This design comes from an exercise in tuning for small area on the open sky130 flow, not from production work. Only simulation tests tie the RTL to the original design; equivalence was not proved. Power is estimated from default activity; no workload was simulated.

==> flow/design.v <==
package x86_exec_pkg;
  typedef logic [32-1:0] word_t;
  typedef logic [32-1:0] eflags_t;
  typedef logic [3:0]             ilen_t;
  typedef enum logic [6:0] {
    cmd_nop,
    cmd_add, cmd_adc, cmd_inc, cmd_sub, cmd_sbb, cmd_dec, cmd_cmp,
    cmd_and, cmd_test, cmd_or, cmd_xor, cmd_not,
    cmd_shl, cmd_shr, cmd_rol, cmd_ror,
    cmd_push, cmd_pop, cmd_callr, cmd_calli, cmd_ret,
    cmd_loop, cmd_loope, cmd_loopne,
    cmd_mov, cmd_lea, cmd_movsx, cmd_movzx, cmd_xchg,
    cmd_stc, cmd_clc, cmd_std, cmd_cld, cmd_lahf, cmd_sahf,
    cmd_jmp, cmd_jz, cmd_jnz, cmd_jecxz
  } cmd_e;
  typedef struct packed {
    logic df;
    logic af;
    logic cf;
    logic pf;
    logic zf;
    logic sf;
    logic of;
  } status_t;
  typedef enum logic [3:0] {
    alu_add, alu_sub, alu_and, alu_or, alu_xor,
    alu_shl, alu_shr, alu_rol, alu_ror, alu_none
  } alu_op_e;
  typedef struct packed {
    alu_op_e op;
    logic    src_inv;      
    logic    use_carry;    
    logic    keep_cf;      
    logic    no_flags;     
    logic    clear_cf_of;  
  } alu_cntl_t;
  typedef struct packed {
    cmd_e  opc;
    word_t opnd0;
    word_t opnd1;
    word_t opnd2;
    ilen_t instr_len;
    logic  ecx_is_zero;
  } exec_req_t;
  typedef struct packed {
    word_t   opnd0_w;
    word_t   opnd1_w;
    eflags_t eflags;
    word_t   next_eip;
  } exec_res_t;
endpackage
`timescale 1ns/100ps
module alu (
  input  x86_exec_pkg::alu_cntl_t cntl,
  input  x86_exec_pkg::status_t   status_in,
  input  x86_exec_pkg::word_t     opnd0,
  input  x86_exec_pkg::word_t     opnd1,
  output x86_exec_pkg::word_t     result,
  output x86_exec_pkg::status_t   status_out
);
  x86_exec_pkg::word_t                opnd_b;
  logic                 is_sub;
  logic                 carry_in;
  logic [32:0] sum;
  logic                 carry4;
  logic [4:0]           shamt;
  logic [5:0]           shamt_inv;
  logic [32:0] shl_ext;
  logic [32:0] shr_ext;
  x86_exec_pkg::word_t                rol_res;
  x86_exec_pkg::word_t                ror_res;
  logic                 res_zf;
  logic                 res_sf;
  logic                 res_pf;
  assign is_sub = (cntl.op == x86_exec_pkg::alu_sub);
  assign opnd_b = cntl.src_inv ? ~opnd1 : opnd1;
  assign carry_in = is_sub ? ~(cntl.use_carry & status_in.cf)
                           : (cntl.use_carry & status_in.cf);
  assign sum = {1'b0, opnd0} + {1'b0, opnd_b} + {{32{1'b0}}, carry_in};
  assign carry4 = opnd0[4] ^ opnd_b[4] ^ sum[4];
  assign shamt     = opnd1[4:0];
  assign shamt_inv = 6'd32 - {1'b0, shamt};
  assign shl_ext = {1'b0, opnd0} << shamt;
  assign shr_ext = {opnd0, 1'b0} >> shamt;
  assign rol_res = (opnd0 << shamt) | (opnd0 >> shamt_inv);
  assign ror_res = (opnd0 >> shamt) | (opnd0 << shamt_inv);
  always_comb begin
    case (cntl.op)
      x86_exec_pkg::alu_add, x86_exec_pkg::alu_sub: result = sum[32-1:0];
      x86_exec_pkg::alu_and:          result = opnd0 & opnd_b;
      x86_exec_pkg::alu_or:           result = opnd0 | opnd_b;
      x86_exec_pkg::alu_xor:          result = opnd0 ^ opnd_b;
      x86_exec_pkg::alu_shl:          result = shl_ext[32-1:0];
      x86_exec_pkg::alu_shr:          result = shr_ext[32:1];
      x86_exec_pkg::alu_rol:          result = rol_res;
      x86_exec_pkg::alu_ror:          result = ror_res;
      default:          result = opnd0;
    endcase
  end
  assign res_zf = (result == '0);
  assign res_sf = result[32-1];
  assign res_pf = ~^result[7:0];
  always_comb begin
    status_out = status_in;
    if (!cntl.no_flags) begin
      case (cntl.op)
        x86_exec_pkg::alu_add, x86_exec_pkg::alu_sub: begin
          status_out.cf = cntl.keep_cf ? status_in.cf : (is_sub ? ~sum[32] : sum[32]);
          status_out.af = is_sub ? ~carry4 : carry4;
          status_out.of = (opnd0[32-1] == opnd_b[32-1]) &
                          (result[32-1] ^ opnd0[32-1]);
          status_out.zf = res_zf;
          status_out.sf = res_sf;
          status_out.pf = res_pf;
        end
        x86_exec_pkg::alu_and, x86_exec_pkg::alu_or, x86_exec_pkg::alu_xor: begin
          status_out.zf = res_zf;
          status_out.sf = res_sf;
          status_out.pf = res_pf;
          if (cntl.clear_cf_of) begin
            status_out.cf = 1'b0;
            status_out.of = 1'b0;
            status_out.af = 1'b0;
          end
        end
        x86_exec_pkg::alu_shl, x86_exec_pkg::alu_shr: begin
          if (shamt != '0) begin
            status_out.cf = (cntl.op == x86_exec_pkg::alu_shl) ? shl_ext[32] : shr_ext[0];
            status_out.zf = res_zf;
            status_out.sf = res_sf;
            status_out.pf = res_pf;
          end
        end
        x86_exec_pkg::alu_rol: begin
          if (shamt != '0) status_out.cf = rol_res[0];
        end
        x86_exec_pkg::alu_ror: begin
          if (shamt != '0) status_out.cf = ror_res[32-1];
        end
        default: ;
      endcase
    end
  end
endmodule
`timescale 1ns/100ps
module meta_unit (
  input  x86_exec_pkg::cmd_e    opc,
  input  x86_exec_pkg::word_t   opnd,
  input  x86_exec_pkg::status_t status_in,
  output x86_exec_pkg::status_t status_out,
  output x86_exec_pkg::word_t   ah_result
);
  assign ah_result = {opnd[31:16],
                      status_in.sf, status_in.zf, 1'b0, status_in.af,
                      1'b0, status_in.pf, 1'b1, status_in.cf,
                      opnd[7:0]};
  always_comb begin
    status_out = status_in;
    case (opc)
      x86_exec_pkg::cmd_stc: status_out.cf = 1'b1;
      x86_exec_pkg::cmd_clc: status_out.cf = 1'b0;
      x86_exec_pkg::cmd_std: status_out.df = 1'b1;
      x86_exec_pkg::cmd_cld: status_out.df = 1'b0;
      x86_exec_pkg::cmd_sahf: begin
        status_out.sf = opnd[15];
        status_out.zf = opnd[14];
        status_out.af = opnd[12];
        status_out.pf = opnd[10];
        status_out.cf = opnd[8];
      end
      default: ;
    endcase
  end
endmodule
`timescale 1ns/100ps
module cfu (
  input  x86_exec_pkg::cmd_e    opc,
  input  x86_exec_pkg::eflags_t eflags,
  input  x86_exec_pkg::word_t   eip,
  input  x86_exec_pkg::ilen_t   instr_len,
  input  x86_exec_pkg::word_t   target,
  input  logic                  ecx_is_zero,
  output x86_exec_pkg::word_t   next_eip
);
  logic  zf;
  logic  taken;
  x86_exec_pkg::word_t fall_through;
  assign zf = eflags[6];
  always_comb begin
    case (opc)
      x86_exec_pkg::cmd_jmp, x86_exec_pkg::cmd_callr, x86_exec_pkg::cmd_calli, x86_exec_pkg::cmd_ret: taken = 1'b1;
      x86_exec_pkg::cmd_jz:     taken = zf;
      x86_exec_pkg::cmd_jnz:    taken = ~zf;
      x86_exec_pkg::cmd_jecxz:  taken = ecx_is_zero;
      x86_exec_pkg::cmd_loop:   taken = ~ecx_is_zero;
      x86_exec_pkg::cmd_loope:  taken = ~ecx_is_zero & zf;
      x86_exec_pkg::cmd_loopne: taken = ~ecx_is_zero & ~zf;
      default:    taken = 1'b0;
    endcase
  end
  assign fall_through = eip + x86_exec_pkg::word_t'(instr_len);
  assign next_eip = taken ? target : fall_through;
endmodule
`timescale 1ns/100ps
module execute (
  input  x86_exec_pkg::exec_req_t req,
  input  x86_exec_pkg::eflags_t   eflags,
  input  x86_exec_pkg::word_t     eip,
  output x86_exec_pkg::exec_res_t next_res
);
  x86_exec_pkg::alu_cntl_t cntl;
  x86_exec_pkg::status_t   cur_status;
  x86_exec_pkg::status_t   alu_status;
  x86_exec_pkg::status_t   meta_status;
  x86_exec_pkg::word_t     alu_a;
  x86_exec_pkg::word_t     alu_b;
  x86_exec_pkg::word_t     alu_result;
  x86_exec_pkg::word_t     ah_word;
  x86_exec_pkg::word_t     cfu_eip;
  logic      is_loop;
  logic      is_adjust;
  logic      is_alu;
  logic      is_move;
  logic      is_meta;
  logic      no_wr;
  logic      ecx_zero_eff;
  function automatic logic [32-1:0] merge_status(input logic [32-1:0] base,
                                                       input x86_exec_pkg::status_t st);
    logic [32-1:0] f;
    f = base;
    f[0] = st.cf;
    f[2] = st.pf;
    f[4] = st.af;
    f[6] = st.zf;
    f[7] = st.sf;
    f[10] = st.df;
    f[11] = st.of;
    merge_status = f;
  endfunction
  assign cur_status = {eflags[10], eflags[4],
                       eflags[0], eflags[2],
                       eflags[6], eflags[7],
                       eflags[11]};
  assign is_loop   = (req.opc == x86_exec_pkg::cmd_loop || req.opc == x86_exec_pkg::cmd_loope || req.opc == x86_exec_pkg::cmd_loopne);
  assign is_adjust = is_loop || ((req.opc == x86_exec_pkg::cmd_push || req.opc == x86_exec_pkg::cmd_pop || req.opc == x86_exec_pkg::cmd_callr || req.opc == x86_exec_pkg::cmd_calli || req.opc == x86_exec_pkg::cmd_ret));
  assign is_move   = (req.opc == x86_exec_pkg::cmd_mov || req.opc == x86_exec_pkg::cmd_lea || req.opc == x86_exec_pkg::cmd_movsx || req.opc == x86_exec_pkg::cmd_movzx || req.opc == x86_exec_pkg::cmd_xchg);
  assign is_meta   = (req.opc == x86_exec_pkg::cmd_stc || req.opc == x86_exec_pkg::cmd_clc || req.opc == x86_exec_pkg::cmd_std || req.opc == x86_exec_pkg::cmd_cld || req.opc == x86_exec_pkg::cmd_lahf || req.opc == x86_exec_pkg::cmd_sahf);
  assign no_wr     = (req.opc == x86_exec_pkg::cmd_cmp || req.opc == x86_exec_pkg::cmd_test);
  always_comb begin
    case (req.opc)
      x86_exec_pkg::cmd_add, x86_exec_pkg::cmd_adc, x86_exec_pkg::cmd_inc, x86_exec_pkg::cmd_pop, x86_exec_pkg::cmd_ret: cntl.op = x86_exec_pkg::alu_add;
      x86_exec_pkg::cmd_sub, x86_exec_pkg::cmd_sbb, x86_exec_pkg::cmd_dec, x86_exec_pkg::cmd_cmp,
      x86_exec_pkg::cmd_push, x86_exec_pkg::cmd_callr, x86_exec_pkg::cmd_calli,
      x86_exec_pkg::cmd_loop, x86_exec_pkg::cmd_loope, x86_exec_pkg::cmd_loopne:             cntl.op = x86_exec_pkg::alu_sub;
      x86_exec_pkg::cmd_and, x86_exec_pkg::cmd_test:                           cntl.op = x86_exec_pkg::alu_and;
      x86_exec_pkg::cmd_or:                                      cntl.op = x86_exec_pkg::alu_or;
      x86_exec_pkg::cmd_xor, x86_exec_pkg::cmd_not:                            cntl.op = x86_exec_pkg::alu_xor;
      x86_exec_pkg::cmd_shl:                                     cntl.op = x86_exec_pkg::alu_shl;
      x86_exec_pkg::cmd_shr:                                     cntl.op = x86_exec_pkg::alu_shr;
      x86_exec_pkg::cmd_rol:                                     cntl.op = x86_exec_pkg::alu_rol;
      x86_exec_pkg::cmd_ror:                                     cntl.op = x86_exec_pkg::alu_ror;
      default:                                     cntl.op = x86_exec_pkg::alu_none;
    endcase
    cntl.src_inv     = (cntl.op == x86_exec_pkg::alu_sub) || (req.opc == x86_exec_pkg::cmd_not);
    cntl.use_carry   = (req.opc == x86_exec_pkg::cmd_adc || req.opc == x86_exec_pkg::cmd_sbb);
    cntl.keep_cf     = (req.opc == x86_exec_pkg::cmd_inc || req.opc == x86_exec_pkg::cmd_dec);
    cntl.no_flags    = is_adjust || (req.opc == x86_exec_pkg::cmd_not);
    cntl.clear_cf_of = (req.opc == x86_exec_pkg::cmd_and || req.opc == x86_exec_pkg::cmd_test || req.opc == x86_exec_pkg::cmd_or || req.opc == x86_exec_pkg::cmd_xor);
  end
  assign is_alu = (cntl.op != x86_exec_pkg::alu_none) && !is_adjust;
  always_comb begin
    alu_a = is_adjust ? req.opnd1 : req.opnd0;
    if (is_adjust)           alu_b = req.opnd2;
    else if (cntl.keep_cf)   alu_b = x86_exec_pkg::word_t'(1);
    else if (req.opc == x86_exec_pkg::cmd_not) alu_b = '0;
    else                     alu_b = req.opnd1;
  end
  alu alu_i (
    .cntl       (cntl),
    .status_in  (cur_status),
    .opnd0      (alu_a),
    .opnd1      (alu_b),
    .result     (alu_result),
    .status_out (alu_status)
  );
  meta_unit meta_unit_i (
    .opc        (req.opc),
    .opnd       (req.opnd0),
    .status_in  (cur_status),
    .status_out (meta_status),
    .ah_result  (ah_word)
  );
  assign ecx_zero_eff = is_loop ? (alu_result == '0) : req.ecx_is_zero;
  cfu cfu_i (
    .opc         (req.opc),
    .eflags      (eflags),
    .eip         (eip),
    .instr_len   (req.instr_len),
    .target      (req.opnd0),
    .ecx_is_zero (ecx_zero_eff),
    .next_eip    (cfu_eip)
  );
  always_comb begin
    if (is_alu && !no_wr) begin
      next_res.opnd0_w = alu_result;
    end else if (is_move) begin
      case (req.opc)
        x86_exec_pkg::cmd_movsx: next_res.opnd0_w = {{24{req.opnd1[7]}}, req.opnd1[7:0]};
        x86_exec_pkg::cmd_movzx: next_res.opnd0_w = {24'b0, req.opnd1[7:0]};
        default:   next_res.opnd0_w = req.opnd1;
      endcase
    end else if (req.opc == x86_exec_pkg::cmd_lahf) begin
      next_res.opnd0_w = ah_word;
    end else begin
      next_res.opnd0_w = req.opnd0;
    end
    if (is_adjust)                next_res.opnd1_w = alu_result;
    else if (req.opc == x86_exec_pkg::cmd_xchg) next_res.opnd1_w = req.opnd0;
    else                          next_res.opnd1_w = req.opnd1;
    if (is_alu)       next_res.eflags = merge_status(eflags, alu_status);
    else if (is_meta) next_res.eflags = merge_status(eflags, meta_status);
    else              next_res.eflags = eflags;
    next_res.next_eip = cfu_eip;
  end
endmodule
`timescale 1ns/100ps
module arch_state (
  input  logic                    clk,
  input  logic                    arst_n,
  input  logic                    instr_valid,
  input  x86_exec_pkg::exec_res_t next_res,
  output x86_exec_pkg::eflags_t   eflags,
  output x86_exec_pkg::word_t     eip,
  output logic                    res_valid,
  output x86_exec_pkg::exec_res_t res
);
  always_ff @(posedge clk or negedge arst_n) begin
    if (!arst_n) begin
      res_valid <= 1'b0;
    end else begin
      res_valid <= instr_valid;
    end
  end
  always_ff @(posedge clk or negedge arst_n) begin
    if (!arst_n) begin
      eflags <= 32'h0000_0002;
      eip    <= 32'h0000_1000;
    end else if (instr_valid) begin
      eflags <= next_res.eflags;
      eip    <= next_res.next_eip;
    end
  end
  always_ff @(posedge clk or negedge arst_n) begin
    if (!arst_n) begin
      res <= '0;
    end else if (instr_valid) begin
      res <= next_res;
    end
  end
endmodule
`timescale 1ns/100ps
module x86_exec_top (
  input  logic                    clk,
  input  logic                    arst_n,
  input  logic                    instr_valid,
  input  x86_exec_pkg::exec_req_t req,
  output logic                    res_valid,
  output x86_exec_pkg::exec_res_t res,
  output x86_exec_pkg::eflags_t   eflags,
  output x86_exec_pkg::word_t     eip
);
  x86_exec_pkg::eflags_t   cur_eflags;
  x86_exec_pkg::word_t     cur_eip;
  x86_exec_pkg::exec_res_t next_res;
  arch_state arch_state_i (
    .clk         (clk),
    .arst_n      (arst_n),
    .instr_valid (instr_valid),
    .next_res    (next_res),
    .eflags      (cur_eflags),
    .eip         (cur_eip),
    .res_valid   (res_valid),
    .res         (res)
  );
  execute execute_i (
    .req      (req),
    .eflags   (cur_eflags),
    .eip      (cur_eip),
    .next_res (next_res)
  );
  assign eflags = cur_eflags;
  assign eip    = cur_eip;
endmodule
==> flow/run.sh <==
#!/bin/bash
# synth_recipe.tcl (not shown) runs the flow's synth.tcl, then flattens the netlist and writes it again
# the make line also repeats each setting of config.mk as NAME=value (left out here)
make -C /OpenROAD-flow-scripts/flow DESIGN_CONFIG=/design/flow/config.mk WORK_HOME=/design/flow/orfs CLKGATE_MAP_FILE= SYNTH_SCRIPT=/design/flow/synth_recipe.tcl finish
==> flow/config.mk <==
export PLATFORM = sky130hd
export DESIGN_NAME = x86_exec_top
export DESIGN_NICKNAME = x86_exec_top
export VERILOG_FILES = /design/flow/design.v
export SDC_FILE = /design/flow/constraint.sdc
export NUM_CORES = 4
export LEC_CHECK = 0
export CAP_MARGIN = 20
export CORE_MARGIN = 2
export CORE_UTILIZATION = 30
export SLEW_MARGIN = 20
==> flow/constraint.sdc <==
create_clock -name core_clock -period 12.0 [get_ports {clk}]
set_input_delay 2.4000 -clock core_clock [delete_from_list [all_inputs] [get_ports {clk}]]
set_output_delay 2.4000 -clock core_clock [all_outputs]
set_load 0.01 [all_outputs]
==> results.cfg <==
[outcome]
status = complete, no violations

[clock_network]
cts_buffers = 9
postCtsSetupBuffers = 0
cts_buffer_depth = 2
h-tree-depth = 3
hold_buffers = 0
cts_tree = built
clk_pin_slew_ps = 70
numClockSinks = 106
root_buffer = clkbuf_16
insertion_delay_ps = 380
post_cts_resized = 0

[layout]
nNetsFinal = 3397
final_common_cell = nand2_1
drive_gt1_share_pct = 9.96
layout-area-overhead-vs-synth_pct = 18.0
fin_util_pct = 35.6
final_cell_mix = 338 x nand2_1, 251 x clkdlybuf4s50_1, 243 x nor2_1, 221 x a21oi_1, 195 x o21ai_0
finalNonFillerCells = 4169

[timing]
fin_ws_ps = 1370
layout_min_cycle_time_ps = 10630
worstMarginPinSlew_ps = 1210
slew_headroom_pct = 19.3
period_share_pct = 88.6
worst_hold_slack_ps = 475
rsz0062_at_grt = false
final_max_slew_viol_count = 0
setup_viol = 0
fmax_mhz = 94.1
skew_ps = 8.19
finalSetupTns_ps = 0
hold_viol_final = 0

[die]
initial_core_util_pct = 30.2
ios = 304
die-area_um2 = 73700
fp.dieH_um = 271
fp-row-count = 98
die_w_um = 271
coreArea_um2 = 71100

[route]
routed_via_density = 6.88
dr.pass1.iters = 9
remaining_drc_errors = 0
m1WireLength_mm = 56.9
met3_wirelength_mm = 19.5
wl_per_cell_um = 36.4
top_layer_used = met5
antenna_left = 0
vias = 28697
drt_wl_total_mm = 152
drt_iter0_markers = 5185
met2_length_mm = 60.7

[pwr]
power.share.sequential_pct = 19.3
combPwrFrac_pct = 68.5
internal_power_uw = 1180
net-switching-power_uw = 1370
ir_worst_vdd_mv = 0.0857
p_sw_share_pct = 53.7
clockPowerShare_pct = 12.2
pwr_density_cell_nw_per_um2 = 101
leakage_uw = 0.00989

[yosys]
ys_seq_area_share_pct = 12.4
synth_flop_cell = dfrtp_1
async_reset_ff_share_pct = 100
synth_cell_types = 98
syn_area_per_cell_um2 = 6.94
synth_seq_cells = 106
synth_area_um2 = 21400
synth_edf_count = 0
yosysWarnings = 5
syn_inst = 3089

[worst_setup_path]
crit_path_start_kind = input pin
cp-end-kind = flip-flop
critical_path_class = in2reg
worstPathArrival_ps = 10850
cp_max_fo = 31
ff2ff_path_depth = 21
worstPathRequired_ps = 12220

[placement]
gp_congestion = 1.13
dp.cells = 4147
dp_hpwl_mm = 119
numPortBuffers = 254
post-place-ws_ps = 1280

[run]
max_cap_violations = 0

[hold_path]
hp-class = reg2reg
hold_depth = 1

[global_route]
grt_pass1_wl_mm = 208
antenna_found_initial = 11
grtUsageTotal_pct = 39.4
grt_pass1_vias = 25815
grt_max_degree = 183
grt-ovfl-total = 0
state kept, by name, indices dropped and copies added (netlist names):
register                count
arch_state_i.eflags         6
arch_state_i.res           68
arch_state_i.res_valid      1
arch_state_i.eip           31
power groups by stage:
stage                     logic [uW]  registers [uW]  clock network [uW]
after floorplan                  907             492                   0
after global placement          1660             495                   0
after detailed placement        1650             494                   0
after CTS                       1660             489                 313
after global routing            1780             497                 326
final                           1740             491                 310
final timing paths:
kind	end	startpoint	slack, ps
hold / removal	arch_state_i.res[33]	arch_state_i.res[33]	480
hold reg to reg	arch_state_i.res[33]	arch_state_i.res[33]	480
setup reg to reg	arch_state_i.eip[7]	arch_state_i.eflags[0]	5220
min in group asynchronous	arch_state_i.res[108]	arst_n	2020
setup / recovery	arch_state_i.eip[7]	req[102]	1370
max in group asynchronous	arch_state_i.res[33]	arst_n	8690
critical path: stages:
cell,delay (ps)
clkdlybuf4s50_1,710
buf_4,340
o21ba_2,230
o211ai_1,470
nand2_1,360
o21ai_4,240
buf_4,480
xnor2_1,270
ha_1,450
a21oi_1,220
o21ai_0,190
a32o_1,300
a311o_1,400
a32oi_1,350
xor2_1,190
nor2_1,100
nor4b_1,530
a32o_1,550
nand2_1,150
or4_4,550
nor4_4,320
buf_12,220
o21ai_1,320
a311oi_1,410
a211oi_1,80
kinds of logic (layout without fill, tap and decap cells):
group | after synthesis | in the layout | share of synthesized area, %
flip-flops | 106 | 106 | 12.4
buffers and inverters | 487 | 564 | 10.4
XOR/XNOR | 53 | 53 | 2.16
adder cells (fa/ha/maj) | 78 | 78 | 4.65
AND/OR/NAND/NOR | 1038 | 1038 | 23.0
AO/OA/AOI/OAI | 1151 | 1151 | 36.9
multiplexers | 174 | 174 | 10.5
other | 2 | 55 | 0.0350
final cells by class:
type | instances | area, um^2
Clock inverter | 5 | 47.5
Antenna cell | 6 | 15.0
Tap cell | 950 | 1190
Timing Repair Buffer | 409 | 3760
Sequential cell | 106 | 2650
Inverter | 139 | 522
Fill cell | 7696 | 45800
Multi-Input combinational cell | 2543 | 16900
Clock buffer | 11 | 243
cell usage after synthesis (all sizes together), types with 10 or more instances:
cell type / instances / area share [%]
a31o: 10 / 0.41
nor2b: 14 / 0.41
o31ai: 32 / 1.1
o221ai: 22 / 0.90
o311ai: 17 / 0.69
a211o: 11 / 0.45
or3: 20 / 0.58
mux2: 45 / 2.4
a31oi: 60 / 1.7
nor3: 94 / 2.2
or2: 10 / 0.29
a21o: 53 / 1.9
inv: 139 / 2.4
clkbuf: 177 / 3.1
nand4: 41 / 1.2
and2: 22 / 0.64
o21ai: 209 / 4.9
and3: 45 / 1.3
a21boi: 20 / 0.70
a22o: 10 / 0.41
mux4: 36 / 3.8
a221oi: 25 / 1.0
a32oi: 27 / 1.1
a22oi: 65 / 2.3
mux2i: 93 / 4.3
a21oi: 222 / 5.2
nor3b: 10 / 0.37
nand3: 115 / 2.7
ha: 75 / 4.4
o22ai: 27 / 0.79
buf: 171 / 4.9
nor4: 17 / 0.62
nand2b: 26 / 0.76
a32o: 13 / 0.61
xnor2: 47 / 1.9
o21a: 21 / 0.73
nor2: 245 / 4.3
a211oi: 104 / 3.6
o2111ai: 12 / 0.49
a311oi: 20 / 0.82
a221o: 15 / 0.70
nand2: 338 / 5.9
o211ai: 70 / 2.4
dfrtp: 105 / 12
per-layer routing:
metal	global-route usage, %	up-vias
li1	-	11837
met1	50.6	13809
met2	55.8	2461
met3	10.4	584
met4	30.3	6
met5	0	-
stage by stage:
stage | power, uW | instance area, um^2
2_1_floorplan | 1400 | 21600
5_1_grt | 2600 | 25300
3_3_place_gp | 2160 | 25000
4_1_cts | 2460 | 25300
3_5_place_dp | 2140 | 25000
6_report | 2540 | 25300

==> separate check: timing with driven ports <==
In the flow no input, the clock included, has a driving cell. The finished layout below was timed again as built, in two steps.
Step 1 assumes that a clkbuf_16 drives the clock port and a buf_2 every other input.
Step 2 times the ports against the registers' clock, not the clock port: input delays grow and output delays shrink by t, the midpoint of the rising clock arrivals with the driver on.
Three values: ideal, step 1, step 2; two values: the first two.
t, ns: 0.423
setup slack, ns: 1.372 / 1.395 / 0.972
clock arrival spread, ns: 0.010 / 0.010
After both steps this run still meets setup and hold. For this run, drivers alone change the setup slack by +0.023 ns; drivers and shift together by -0.400 ns.
